Source: an optimization exercise on an open RTL-to-GDS flow (aim: small area). Production flows keep margins and buffers that such runs may drop. The RTL was checked by simulation tests, not by an equivalence proof against the original design. No activity file was given, so power comes from the tool's default toggle rates.

==> trial 61: inputs <==
## beep_top
module beep_top (
    input  logic        clk,
    input  logic        rst,
    input  logic        enable,
    input  logic [31:0] shown,
    input  logic        encode_key,
    input  logic [7:0]  digit_key,
    input  logic [7:0]  freq_choose,
    input  logic [2:0]  speed_choose,
    output logic        beep,
    output logic        playing
);
==> module digit_encoder, before the edit <==
module digit_encoder (
    input  logic                 clk,
    input  logic                 rst,
    input  logic                 enable,
    input  logic                 press,
    input  logic                 enc_press,
    input  beep_pkg::digit_idx_t sel_idx,
    input  logic [31:0]          shown,
    output logic                 load,
    output logic                 sampled,    
    output logic                 all,        
    output beep_pkg::digit_t     wtop,
    output beep_pkg::digit_t     wlow,
    output logic                 any_q
);
    logic                 act;    
    beep_pkg::digit_idx_t ptr;    
    beep_pkg::digit_t     digit;
    logic                 aud;
    logic                 last;
    logic [31:0]          wq;
    assign digit = shown[{ptr, 2'b00} +: 4];
    assign aud   = beep_pkg::audible(digit);
    assign wtop  = wq[31:28];
    assign wlow  = wq[3:0];
    assign last  = !all || ptr == beep_pkg::digit_idx_t'(8 - 1);
    assign sampled = act && last;
    always_ff @(posedge clk or posedge rst) begin
        if (rst) begin
            act  <= 1'b0;
            load <= 1'b0;
        end else if (!enable) begin
            act  <= 1'b0;
            load <= 1'b0;
        end else begin
            load <= sampled;
            act  <= press || (act && !last);
        end
    end
    always_ff @(posedge clk) begin
        if (press) begin
            all <= enc_press;
            ptr <= enc_press ? '0 : sel_idx;
        end else begin
            ptr <= ptr + 1'b1;
        end
        wq       <= {wq[27:0], beep_pkg::morse_code(digit)};
        if (act)
            any_q <= (all && ptr != '0 && any_q) || aud;
    end
endmodule
==> module beat_sequencer, before the edit <==
module beat_sequencer (
    input  logic                 clk,
    input  logic                 rst,
    input  logic                 enable,
    input  logic                 load,
    input  logic                 sampled,
    input  logic                 sampled_all,
    input  beep_pkg::digit_t     wtop,
    input  beep_pkg::digit_t     wlow,
    input  logic                 any_q,
    input  logic [2:0]           speed_choose,
    output logic                 tone_on,
    output logic                 playing
);
    logic        run;       
    logic [31:0] ring;
    logic [3:0]  cur;       
    logic        seek;      
    logic        more;      
    logic        fill;      
    logic        all;       
    logic [2:0]  sym;       
    logic [1:0]  ph;        
    logic [7:0]  sym_ge;    
    logic [5:0]  cnt;       
    logic        fast;
    logic        mid;
    logic [3:0]  cand;      
    logic        take;      
    logic        gap;
    logic        long_end;  
    logic        ph_end;
    logic        dig_end;
    logic        beat_end;
    assign sym_ge   = {2'b00, sym[2] & !sym[1], sym[2] & !sym[0], sym[2], sym[1] | sym[2], sym[0] | sym[2], 1'b1};
    assign gap      = sym_ge[5];
    assign long_end = gap ? !(cur == 4'd2) : cur[3] ^ sym_ge[cur[2:0]];
    assign ph_end   = long_end ? ph[1] : ph[0];
    assign dig_end  = beat_end && gap && ph_end;
    assign beat_end = &cnt[3:0] && (fast || (cnt[4] && (mid || cnt[5])));
    always_comb begin
        if (load)
            cand = all ? wtop : wlow;
        else if (fill)
            cand = all ? wtop : 4'h0;
        else
            cand = ring[31:28];
    end
    assign take = (load || seek || dig_end) && cand != 4'h0;
    assign playing = run;
    assign tone_on = run && !gap && !ph_end;
    always_ff @(posedge clk or posedge rst) begin
        if (rst) begin
            run <= 1'b0;
        end else if (!enable) begin
            run <= 1'b0;
        end else if (load) begin
            run <= any_q;
        end else if (dig_end && !more) begin
            run <= 1'b0;
        end
    end
    always_ff @(posedge clk) begin
        ring <= {ring[27:0], take ? 4'h0 : cand};
        seek <= (load || seek || dig_end) && !take;
        if (take)
            more <= 1'b0;
        else if (cand != 4'h0)
            more <= 1'b1;
        if (take)
            cur <= cand;
        if (sampled)
            all <= sampled_all;
        if (load) begin
            fill <= 1'b1;
            sym  <= '0;
            ph   <= '0;
            cnt  <= '0;
            fast <= speed_choose == 3'b001;
            mid  <= speed_choose == 3'b010;
        end else begin
            if (cnt[2:0] == 3'd6)
                fill <= 1'b0;
            cnt <= cnt + 1'b1;
            if (beat_end) begin
                if (ph_end) begin
                    ph  <= '0;
                    sym <= dig_end ? '0 : {sym[1:0], !sym[2]};
                end else begin
                    ph <= {ph[0], 1'b1};
                end
            end
        end
    end
endmodule
==> module beep_top, before the edit <==
module beep_top (
    input  logic        clk,
    input  logic        rst,
    input  logic        enable,
    input  logic [31:0] shown,
    input  logic        encode_key,
    input  logic [7:0]  digit_key,
    input  logic [7:0]  freq_choose,
    input  logic [2:0]  speed_choose,
    output logic        beep,
    output logic        playing
);
    logic                 press;
    logic                 enc_press;
    beep_pkg::digit_idx_t sel_idx;
    logic                 load;
    beep_pkg::digit_t     wtop;
    logic                 sampled;
    logic                 all;
    logic                 any_q;
    beep_pkg::digit_t     wlow;
    logic                 tone_on;
    key_edge key_edge_i (
        .clk        (clk),
        .rst        (rst),
        .enable     (enable),
        .encode_key (encode_key),
        .digit_key  (digit_key),
        .press      (press),
        .enc_press  (enc_press),
        .sel_idx    (sel_idx)
    );
    digit_encoder digit_encoder_i (
        .clk       (clk),
        .rst       (rst),
        .enable    (enable),
        .press     (press),
        .enc_press (enc_press),
        .sel_idx   (sel_idx),
        .shown     (shown),
        .load      (load),
        .sampled   (sampled),
        .all       (all),
        .wtop      (wtop),
        .wlow      (wlow),
        .any_q     (any_q)
    );
    beat_sequencer beat_sequencer_i (
        .clk          (clk),
        .rst          (rst),
        .enable       (enable),
        .load         (load),
        .sampled      (sampled),
        .sampled_all  (all),
        .wtop         (wtop),
        .any_q        (any_q),
        .wlow         (wlow),
        .speed_choose (speed_choose),
        .tone_on      (tone_on),
        .playing      (playing)
    );
    tone_gen tone_gen_i (
        .clk         (clk),
        .rst         (rst),
        .enable      (enable),
        .tone_on     (tone_on),
        .freq_choose (freq_choose),
        .beep        (beep)
    );
endmodule
==> module key_edge, before the edit <==
module key_edge (
    input  logic                 clk,
    input  logic                 rst,
    input  logic                 enable,
    input  logic                 encode_key,
    input  logic [7:0]           digit_key,
    output logic                 press,       
    output logic                 enc_press,   
    output beep_pkg::digit_idx_t sel_idx      
);
    logic       fresh;
    logic       enc_dly;
    logic [7:0] dig_dly;
    logic [7:0] dig_edge;
    assign enc_press = encode_key & (~enc_dly | fresh);
    assign dig_edge  = digit_key & (~dig_dly | {8{fresh}});
    assign press     = enc_press | (|dig_edge);
    always_comb begin
        sel_idx = '0;
        for (int i = 7; i >= 0; i--) begin
            if (dig_edge[i])
                sel_idx = beep_pkg::digit_idx_t'(i);
        end
    end
    always_ff @(posedge clk or posedge rst) begin
        if (rst)
            fresh <= 1'b1;
        else
            fresh <= !enable;
    end
    always_ff @(posedge clk) begin
        enc_dly <= encode_key;
        dig_dly <= digit_key;
    end
endmodule
==> module tone_gen, before the edit <==
module tone_gen (
    input  logic       clk,
    input  logic       rst,
    input  logic       enable,
    input  logic       tone_on,
    input  logic [7:0] freq_choose,
    output logic       beep
);
    logic [4:0] jc;      
    logic [8:0] ge;      
    logic       go;
    logic       wrap;
    logic [3:0] any2, many2;
    logic [1:0] any4, many4;
    logic       onehot;
    always_comb begin
        for (int j = 0; j < 4; j++) begin
            any2[j]  = freq_choose[2*j] | freq_choose[2*j+1];
            many2[j] = freq_choose[2*j] & freq_choose[2*j+1];
        end
        for (int j = 0; j < 2; j++) begin
            any4[j]  = any2[2*j] | any2[2*j+1];
            many4[j] = many2[2*j] | many2[2*j+1] | (any2[2*j] & any2[2*j+1]);
        end
        onehot = (any4[0] | any4[1]) & !(many4[0] | many4[1] | (any4[0] & any4[1]));
    end
    assign go = tone_on && onehot;
    always_comb begin
        ge[0] = 1'b1;
        for (int k = 1; k <= 5; k++)
            ge[k] = jc[k-1] | jc[4];
        for (int k = 6; k <= 8; k++)
            ge[k] = !jc[k-6] & jc[4];
        wrap = 1'b0;
        for (int i = 0; i < 8; i++)
            if (freq_choose[i] && ge[8 - i])
                wrap = 1'b1;
    end
    always_ff @(posedge clk or posedge rst) begin
        if (rst) begin
            beep <= 1'b0;
        end else if (!enable) begin
            beep <= 1'b0;
        end else if (go) begin
            if (wrap)
                beep <= ~beep;
        end else begin
            beep <= 1'b0;
        end
    end
    always_ff @(posedge clk) begin
        if (go && !wrap)
            jc <= {jc[3:0], !jc[4]};
        else
            jc <= '0;
    end
endmodule
clock: 10.0 ns
lec_check: 0
cap_margin: 20
core_margin: 2
core_utilization: 70
cts_buf_list: sky130_fd_sc_hd__clkbuf_4
slew_margin: 20
standard.sh (not shown) runs the stock make flow with config.mk's settings and CLKGATE_MAP_FILE= SYNTH_SCRIPT=/design/flow/synth_recipe.tcl, a recipe that flattens the netlist after the stock synthesis.
==> flow/flow/run.sh <==
#!/bin/bash
# Layout flow: the standard flow with
#  - an area-oriented ABC script in synthesis (flip-flops unchanged),
#  - buf_1 port buffers,
#  - clock tree synthesis without dummy loads.
# Each step's full output goes to a log file in the work folder.
set -euo pipefail
export FLOW_WORK_DIR=$PWD
export FLOW_FLOW_DIR=$PWD/flow
bash standard.sh synth SYNTH_SCRIPT=$FLOW_FLOW_DIR/synth_area.tcl > synth.log 2>&1
bash standard.sh finish SYNTH_SCRIPT=$FLOW_FLOW_DIR/synth_area.tcl \
  "BUFFER_PORTS_ARGS=-buffer_cell sky130_fd_sc_hd__buf_1" \
  "CTS_ARGS=-sink_clustering_enable -repair_clock_nets -dont_use_dummy_load -buf_list sky130_fd_sc_hd__clkbuf_8" \
  > layout.log 2>&1
==> flow/flow/area.script <==
strash
&get -n
&fraig -x
&put
scorr
dc2
strash
&get -n
&dch -f
&nf -R 1000
&put
strash
&get -n
&dch -f
&nf -R 1000
&put
strash
&get -n
&dch -f
&nf -R 1000
&put
==> flow/flow/synth_area.tcl <==
# The standard flow's synthesis (synth_recipe.tcl in the work folder) with one change: ABC maps the
# combinational logic with an area-oriented script (flow/area.script) and no delay target.
# The flip-flops are mapped before ABC runs, so they are the standard synthesis's.
proc abc {args} {
  set out {}
  set skip 0
  foreach a $args {
    if {$skip} { set skip 0; continue }
    if {$a eq "-script" || $a eq "-D"} { set skip 1; continue }
    lappend out $a
  }
  yosys abc -script $::env(FLOW_FLOW_DIR)/area.script {*}$out
}
source $::env(FLOW_WORK_DIR)/synth_recipe.tcl
==> trial 63 (differences from trial 61) <==
--- a/flow/design.v
+++ b/flow/design.v
@@ -60,6 +60,5 @@
     input  logic [31:0]          shown,
     output logic                 load,
-    output logic                 sampled,    
-    output logic                 all,        
+    output logic                 load_all,
     output beep_pkg::digit_t     wtop,
     output beep_pkg::digit_t     wlow,
@@ -67,4 +66,5 @@
 );
     logic                 act;    
+    logic                 all;    
     beep_pkg::digit_idx_t ptr;    
     beep_pkg::digit_t     digit;
@@ -77,5 +77,4 @@
     assign wlow  = wq[3:0];
     assign last  = !all || ptr == beep_pkg::digit_idx_t'(8 - 1);
-    assign sampled = act && last;
     always_ff @(posedge clk or posedge rst) begin
         if (rst) begin
@@ -86,5 +85,5 @@
             load <= 1'b0;
         end else begin
-            load <= sampled;
+            load <= act && last;
             act  <= press || (act && !last);
         end
@@ -97,4 +96,5 @@
             ptr <= ptr + 1'b1;
         end
+        load_all <= all;
         wq       <= {wq[27:0], beep_pkg::morse_code(digit)};
         if (act)
@@ -108,6 +108,5 @@
     input  logic                 enable,
     input  logic                 load,
-    input  logic                 sampled,
-    input  logic                 sampled_all,
+    input  logic                 load_all,
     input  beep_pkg::digit_t     wtop,
     input  beep_pkg::digit_t     wlow,
@@ -118,8 +117,5 @@
 );
     logic        run;       
-    logic [31:0] ring;
-    logic [3:0]  cur;       
-    logic        seek;      
-    logic        more;      
+    logic [31:0] slots;
     logic        fill;      
     logic        all;       
@@ -130,6 +126,6 @@
     logic        fast;
     logic        mid;
-    logic [3:0]  cand;      
-    logic        take;      
+    logic [3:0]  code;
+    logic [3:0]  in;
     logic        gap;
     logic        long_end;  
@@ -137,7 +133,10 @@
     logic        dig_end;
     logic        beat_end;
+    logic        more;      
+    assign code     = slots[31:28];
+    assign more     = slots[27:0] != '0;
     assign sym_ge   = {2'b00, sym[2] & !sym[1], sym[2] & !sym[0], sym[2], sym[1] | sym[2], sym[0] | sym[2], 1'b1};
     assign gap      = sym_ge[5];
-    assign long_end = gap ? !(cur == 4'd2) : cur[3] ^ sym_ge[cur[2:0]];
+    assign long_end = gap ? !(code == 4'd2) : code[3] ^ sym_ge[code[2:0]];
     assign ph_end   = long_end ? ph[1] : ph[0];
     assign dig_end  = beat_end && gap && ph_end;
@@ -145,11 +144,10 @@
     always_comb begin
         if (load)
-            cand = all ? wtop : wlow;
-        else if (fill)
-            cand = all ? wtop : 4'h0;
+            in = load_all ? wtop : wlow;
+        else if (fill && all)
+            in = wtop;
         else
-            cand = ring[31:28];
+            in = '0;
     end
-    assign take = (load || seek || dig_end) && cand != 4'h0;
     assign playing = run;
     assign tone_on = run && !gap && !ph_end;
@@ -166,16 +164,9 @@
     end
     always_ff @(posedge clk) begin
-        ring <= {ring[27:0], take ? 4'h0 : cand};
-        seek <= (load || seek || dig_end) && !take;
-        if (take)
-            more <= 1'b0;
-        else if (cand != 4'h0)
-            more <= 1'b1;
-        if (take)
-            cur <= cand;
-        if (sampled)
-            all <= sampled_all;
+        if (load || fill || code[2:0] == '0 || dig_end)
+            slots <= {slots[27:0], in};
         if (load) begin
             fill <= 1'b1;
+            all  <= load_all;
             sym  <= '0;
             ph   <= '0;
@@ -274,6 +265,5 @@
     logic                 load;
     beep_pkg::digit_t     wtop;
-    logic                 sampled;
-    logic                 all;
+    logic                 load_all;
     logic                 any_q;
     beep_pkg::digit_t     wlow;
@@ -298,6 +288,5 @@
         .shown     (shown),
         .load      (load),
-        .sampled   (sampled),
-        .all       (all),
+        .load_all  (load_all),
         .wtop      (wtop),
         .wlow      (wlow),
@@ -309,6 +298,5 @@
         .enable       (enable),
         .load         (load),
-        .sampled      (sampled),
-        .sampled_all  (all),
+        .load_all     (load_all),
         .wtop         (wtop),
         .any_q        (any_q),
==> flow/flow/area.script (replaced) <==
strash
&get -n
&fraig -x
&put
scorr
dc2
strash
&get -n
&dch -f
&nf -R 1000
&put
==> build 52 (differences from trial 61) <==
==> flow/design.v (replaced) <==
package beep_pkg;
    typedef logic [3:0] digit_t;
    typedef logic [2:0] digit_idx_t;
    function automatic logic audible(input digit_t d);
        audible = d != 4'h0 && d <= 4'ha;
    endfunction
    function automatic logic [3:0] morse_code(input digit_t d);
        if (!audible(d))
            morse_code = 4'h0;
        else if (d >= 4'h6)
            morse_code = {1'b1, 3'(d - 4'h5)};
        else
            morse_code = {1'b0, d[2:0]};
    endfunction
endpackage
`timescale 1ns/1ps
module key_edge (
    input  logic                 clk,
    input  logic                 rst,
    input  logic                 enable,
    input  logic                 encode_key,
    input  logic [7:0]           digit_key,
    output logic                 press,       
    output logic                 enc_press,   
    output beep_pkg::digit_idx_t sel_idx      
);
    logic       enc_dly;
    logic [7:0] dig_dly;
    logic [7:0] dig_edge;
    assign enc_press = encode_key & ~enc_dly;
    assign dig_edge  = digit_key & ~dig_dly;
    assign press     = enc_press | (|dig_edge);
    always_comb begin
        sel_idx = '0;
        for (int i = 7; i >= 0; i--) begin
            if (dig_edge[i])
                sel_idx = beep_pkg::digit_idx_t'(i);
        end
    end
    always_ff @(posedge clk or posedge rst) begin
        if (rst) begin
            enc_dly <= 1'b0;
            dig_dly <= '0;
        end else if (!enable) begin
            enc_dly <= 1'b0;
            dig_dly <= '0;
        end else begin
            enc_dly <= encode_key;
            dig_dly <= digit_key;
        end
    end
endmodule
`timescale 1ns/1ps
module digit_encoder (
    input  logic                 clk,
    input  logic                 rst,
    input  logic                 enable,
    input  logic                 press,
    input  logic                 enc_press,
    input  beep_pkg::digit_idx_t sel_idx,
    input  logic [31:0]          shown,
    output logic                 load,
    output logic                 load_all,
    output logic [31:0]          wq,
    output logic                 any_q,
    output beep_pkg::digit_idx_t low_q
);
    logic                 act;    
    logic                 all;    
    beep_pkg::digit_idx_t ptr;    
    beep_pkg::digit_t     digit;
    logic                 aud;
    logic                 last;
    assign digit = shown[{ptr, 2'b00} +: 4];
    assign aud   = beep_pkg::audible(digit);
    assign last  = !all || ptr == beep_pkg::digit_idx_t'(8 - 1);
    always_ff @(posedge clk or posedge rst) begin
        if (rst) begin
            act  <= 1'b0;
            load <= 1'b0;
        end else if (!enable) begin
            act  <= 1'b0;
            load <= 1'b0;
        end else begin
            load <= act && last;
            act  <= press || (act && !last);
        end
    end
    always_ff @(posedge clk) begin
        if (press) begin
            all <= enc_press;
            ptr <= enc_press ? '0 : sel_idx;
        end else begin
            ptr <= ptr + 1'b1;
        end
        load_all <= all;
        wq       <= {wq[27:0], beep_pkg::morse_code(digit)};
        if (act) begin
            any_q <= (all && ptr != '0 && any_q) || aud;
            if (aud)
                low_q <= all ? ~ptr : '0;
        end
    end
endmodule
`timescale 1ns/1ps
module beat_sequencer (
    input  logic                 clk,
    input  logic                 rst,
    input  logic                 enable,
    input  logic                 load,
    input  logic                 load_all,
    input  logic [31:0]          wq,
    input  logic                 any_q,
    input  beep_pkg::digit_idx_t low_q,
    input  logic [2:0]           speed_choose,
    output logic                 tone_on,
    output logic                 playing
);
    logic        run;       
    logic [31:0] slots;
    logic [2:0]  cur;       
    logic [2:0]  low;       
    logic [2:0]  sym;       
    logic [1:0]  ph;        
    logic [5:0]  cnt;       
    logic        fast;
    logic        mid;
    logic [3:0]  code;
    logic        gap;
    logic        long_end;  
    logic        ph_end;
    logic        dig_end;
    logic        beat_end;
    assign code     = slots[{cur, 2'b00} +: 4];
    assign gap      = sym[2] && sym[0];
    assign long_end = gap ? !(code == 4'd2) : code[3] ^ (sym >= code[2:0]);
    assign ph_end   = long_end ? ph[1] : ph[0];
    assign dig_end  = beat_end && gap && ph_end;
    assign beat_end = &cnt[3:0] && (fast || (cnt[4] && (mid || cnt[5])));
    assign playing = run;
    assign tone_on = run && !gap && !ph_end;
    always_ff @(posedge clk or posedge rst) begin
        if (rst) begin
            run <= 1'b0;
        end else if (!enable) begin
            run <= 1'b0;
        end else if (load) begin
            run <= any_q;
        end else if (dig_end && cur == low) begin
            run <= 1'b0;
        end
    end
    always_ff @(posedge clk) begin
        if (load) begin
            slots <= wq;
            low   <= low_q;
            cur   <= load_all ? 3'd7 : 3'd0;
            sym   <= '0;
            ph    <= '0;
            cnt   <= '0;
            fast  <= speed_choose == 3'b001;
            mid   <= speed_choose == 3'b010;
        end else begin
            cnt <= cnt + 1'b1;
            if (dig_end || code[2:0] == '0)
                cur <= cur - 1'b1;
            if (beat_end) begin
                if (ph_end) begin
                    ph  <= '0;
                    sym <= dig_end ? '0 : sym + 1'b1;
                end else begin
                    ph <= ph + 1'b1;
                end
            end
        end
    end
endmodule
`timescale 1ns/1ps
module tone_gen (
    input  logic       clk,
    input  logic       rst,
    input  logic       enable,
    input  logic       tone_on,
    input  logic [7:0] freq_choose,
    output logic       beep
);
    logic [3:0] lim;     
    logic [3:0] phase;   
    logic       lim_ok;  
    logic       go;
    logic       wrap;
    always_comb begin
        lim_ok = 1'b1;
        case (freq_choose)
            8'b0000_0001: lim = 4'(9 - 1);
            8'b0000_0010: lim = 4'(8 - 1);
            8'b0000_0100: lim = 4'(7 - 1);
            8'b0000_1000: lim = 4'(6 - 1);
            8'b0001_0000: lim = 4'(5 - 1);
            8'b0010_0000: lim = 4'(4 - 1);
            8'b0100_0000: lim = 4'(3 - 1);
            8'b1000_0000: lim = 4'(2 - 1);
            default: begin
                lim    = 'x;
                lim_ok = 1'b0;
            end
        endcase
    end
    assign go   = tone_on && lim_ok;
    assign wrap = phase >= lim;
    always_ff @(posedge clk or posedge rst) begin
        if (rst) begin
            beep <= 1'b0;
        end else if (!enable) begin
            beep <= 1'b0;
        end else if (go) begin
            if (wrap)
                beep <= ~beep;
        end else begin
            beep <= 1'b0;
        end
    end
    always_ff @(posedge clk) begin
        if (go && !wrap)
            phase <= phase + 1'b1;
        else
            phase <= '0;
    end
endmodule
`timescale 1ns/1ps
module beep_top (
    input  logic        clk,
    input  logic        rst,
    input  logic        enable,
    input  logic [31:0] shown,
    input  logic        encode_key,
    input  logic [7:0]  digit_key,
    input  logic [7:0]  freq_choose,
    input  logic [2:0]  speed_choose,
    output logic        beep,
    output logic        playing
);
    logic                 press;
    logic                 enc_press;
    beep_pkg::digit_idx_t sel_idx;
    logic                 load;
    logic [31:0]          wq;
    logic                 load_all;
    logic                 any_q;
    beep_pkg::digit_idx_t low_q;
    logic                 tone_on;
    key_edge key_edge_i (
        .clk        (clk),
        .rst        (rst),
        .enable     (enable),
        .encode_key (encode_key),
        .digit_key  (digit_key),
        .press      (press),
        .enc_press  (enc_press),
        .sel_idx    (sel_idx)
    );
    digit_encoder digit_encoder_i (
        .clk       (clk),
        .rst       (rst),
        .enable    (enable),
        .press     (press),
        .enc_press (enc_press),
        .sel_idx   (sel_idx),
        .shown     (shown),
        .load      (load),
        .load_all  (load_all),
        .wq        (wq),
        .any_q     (any_q),
        .low_q     (low_q)
    );
    beat_sequencer beat_sequencer_i (
        .clk          (clk),
        .rst          (rst),
        .enable       (enable),
        .load         (load),
        .load_all     (load_all),
        .wq           (wq),
        .any_q        (any_q),
        .low_q        (low_q),
        .speed_choose (speed_choose),
        .tone_on      (tone_on),
        .playing      (playing)
    );
    tone_gen tone_gen_i (
        .clk         (clk),
        .rst         (rst),
        .enable      (enable),
        .tone_on     (tone_on),
        .freq_choose (freq_choose),
        .beep        (beep)
    );
endmodule
==> flow/flow/area.script (replaced) <==
strash
&get -n
&fraig -x
&put
scorr
dc2
strash
&get -n
&dch -f
&nf -R 1000
&put
==> build 48 (differences from trial 61) <==
--- a/flow/design.v
+++ b/flow/design.v
@@ -98,6 +98,5 @@
         end
         wq       <= {wq[27:0], beep_pkg::morse_code(digit)};
-        if (act)
-            any_q <= (all && ptr != '0 && any_q) || aud;
+        any_q    <= (all && ptr != '0 && any_q) || aud;
     end
 endmodule
--- a/flow/config.mk
+++ b/flow/config.mk
@@ -9,4 +9,3 @@
 export CORE_MARGIN = 2
 export CORE_UTILIZATION = 70
-export CTS_BUF_LIST = sky130_fd_sc_hd__clkbuf_4
 export SLEW_MARGIN = 20
==> qor summary <==
metric                                                                  build 52               build 48                trial 63                  trial 61
Run status                                              timing/DRC/antenna clean  timing/DRC/antenna clean  timing/DRC/antenna clean  timing/DRC/antenna clean
Total met3 wirelength after detailed routing                              362 um                 300 um                  344 um                    274 um
Post-synthesis compound-gate area fraction                                0.0607                  0.101                   0.105                     0.100
Area growth from synthesis to final layout                                 10.0%                  11.8%                   11.9%                     11.7%
Final wirelength                                                         6740 um                6170 um                 6290 um                   6570 um
Headroom to the max-slew limit                                             0.288                  0.474                   0.596                     0.474
Count of clock tree sinks                                                    109                    109                     104                       109
Skew final                                                               38.1 ps                32.8 ps                 35.8 ps                   25.0 ps
Final standard cell utilization of the core                                0.797                  0.825                   0.807                     0.827
Power density over the cells                                          213 nW/um2             238 nW/um2              246 nW/um2                238 nW/um2
Synthesized-area fraction occupied by xor and xnor cells                  0.0204                0.00986                 0.00478                   0.00983
Longest individual stage delay on the worst path                          770 ps                 460 ps                  470 ps                    450 ps
Endpoint of the worst hold path                           digit_encoder_i.wq[18]  digit_encoder_i.wq[9]  digit_encoder_i.wq[21]  beat_sequencer_i.ring[6]
Met2 usage                                                                 0.373                  0.464                   0.433                     0.508
Reg power frac                                                             0.620                  0.658                   0.672                     0.657
Inverters excl. clock                                                         14                     28                      23                        28
Die W                                                                    82.3 um                75.3 um                 76.3 um                   75.4 um

re-timing with driven ports:
How much do the figures lean on ideal ports? The routed layouts below were timed once more, with nothing changed but the port constraints.
Step 1 (the two cells are an assumption about what drives the block):
set clk [get_ports {clk}]
set_driving_cell -lib_cell sky130_fd_sc_hd__clkbuf_16 $clk
set_driving_cell -lib_cell sky130_fd_sc_hd__buf_2 [delete_from_list [all_inputs] $clk]
Step 2, shift: input delay + t, output delay - t, t = (earliest + latest rising clock arrival at the registers) / 2. This alone moves slack from input paths to output paths.
Slacks: ideal / step 1 / step 2; pairs: ideal / step 1.
| run | t (ns) | setup slack, ns | latest minus earliest clock arrival (ns) |
|---|---|---|---|
| trial 61 | 0.373 | 6.193 / 6.196 / 5.823 | 0.025 / 0.025 |
| trial 63 | 0.373 | 6.278 / 6.285 / 5.912 | 0.036 / 0.036 |
| build 52 | 0.374 | 5.787 / 5.787 / 5.580 | 0.038 / 0.038 |
| build 48 | 0.379 | 6.303 / 6.310 / 5.932 | 0.033 / 0.033 |
After both steps setup and hold are still met in every run listed. The setup slack of build 48, which loses most, moves by +0.007 ns with the drivers and by -0.371 ns with both steps.
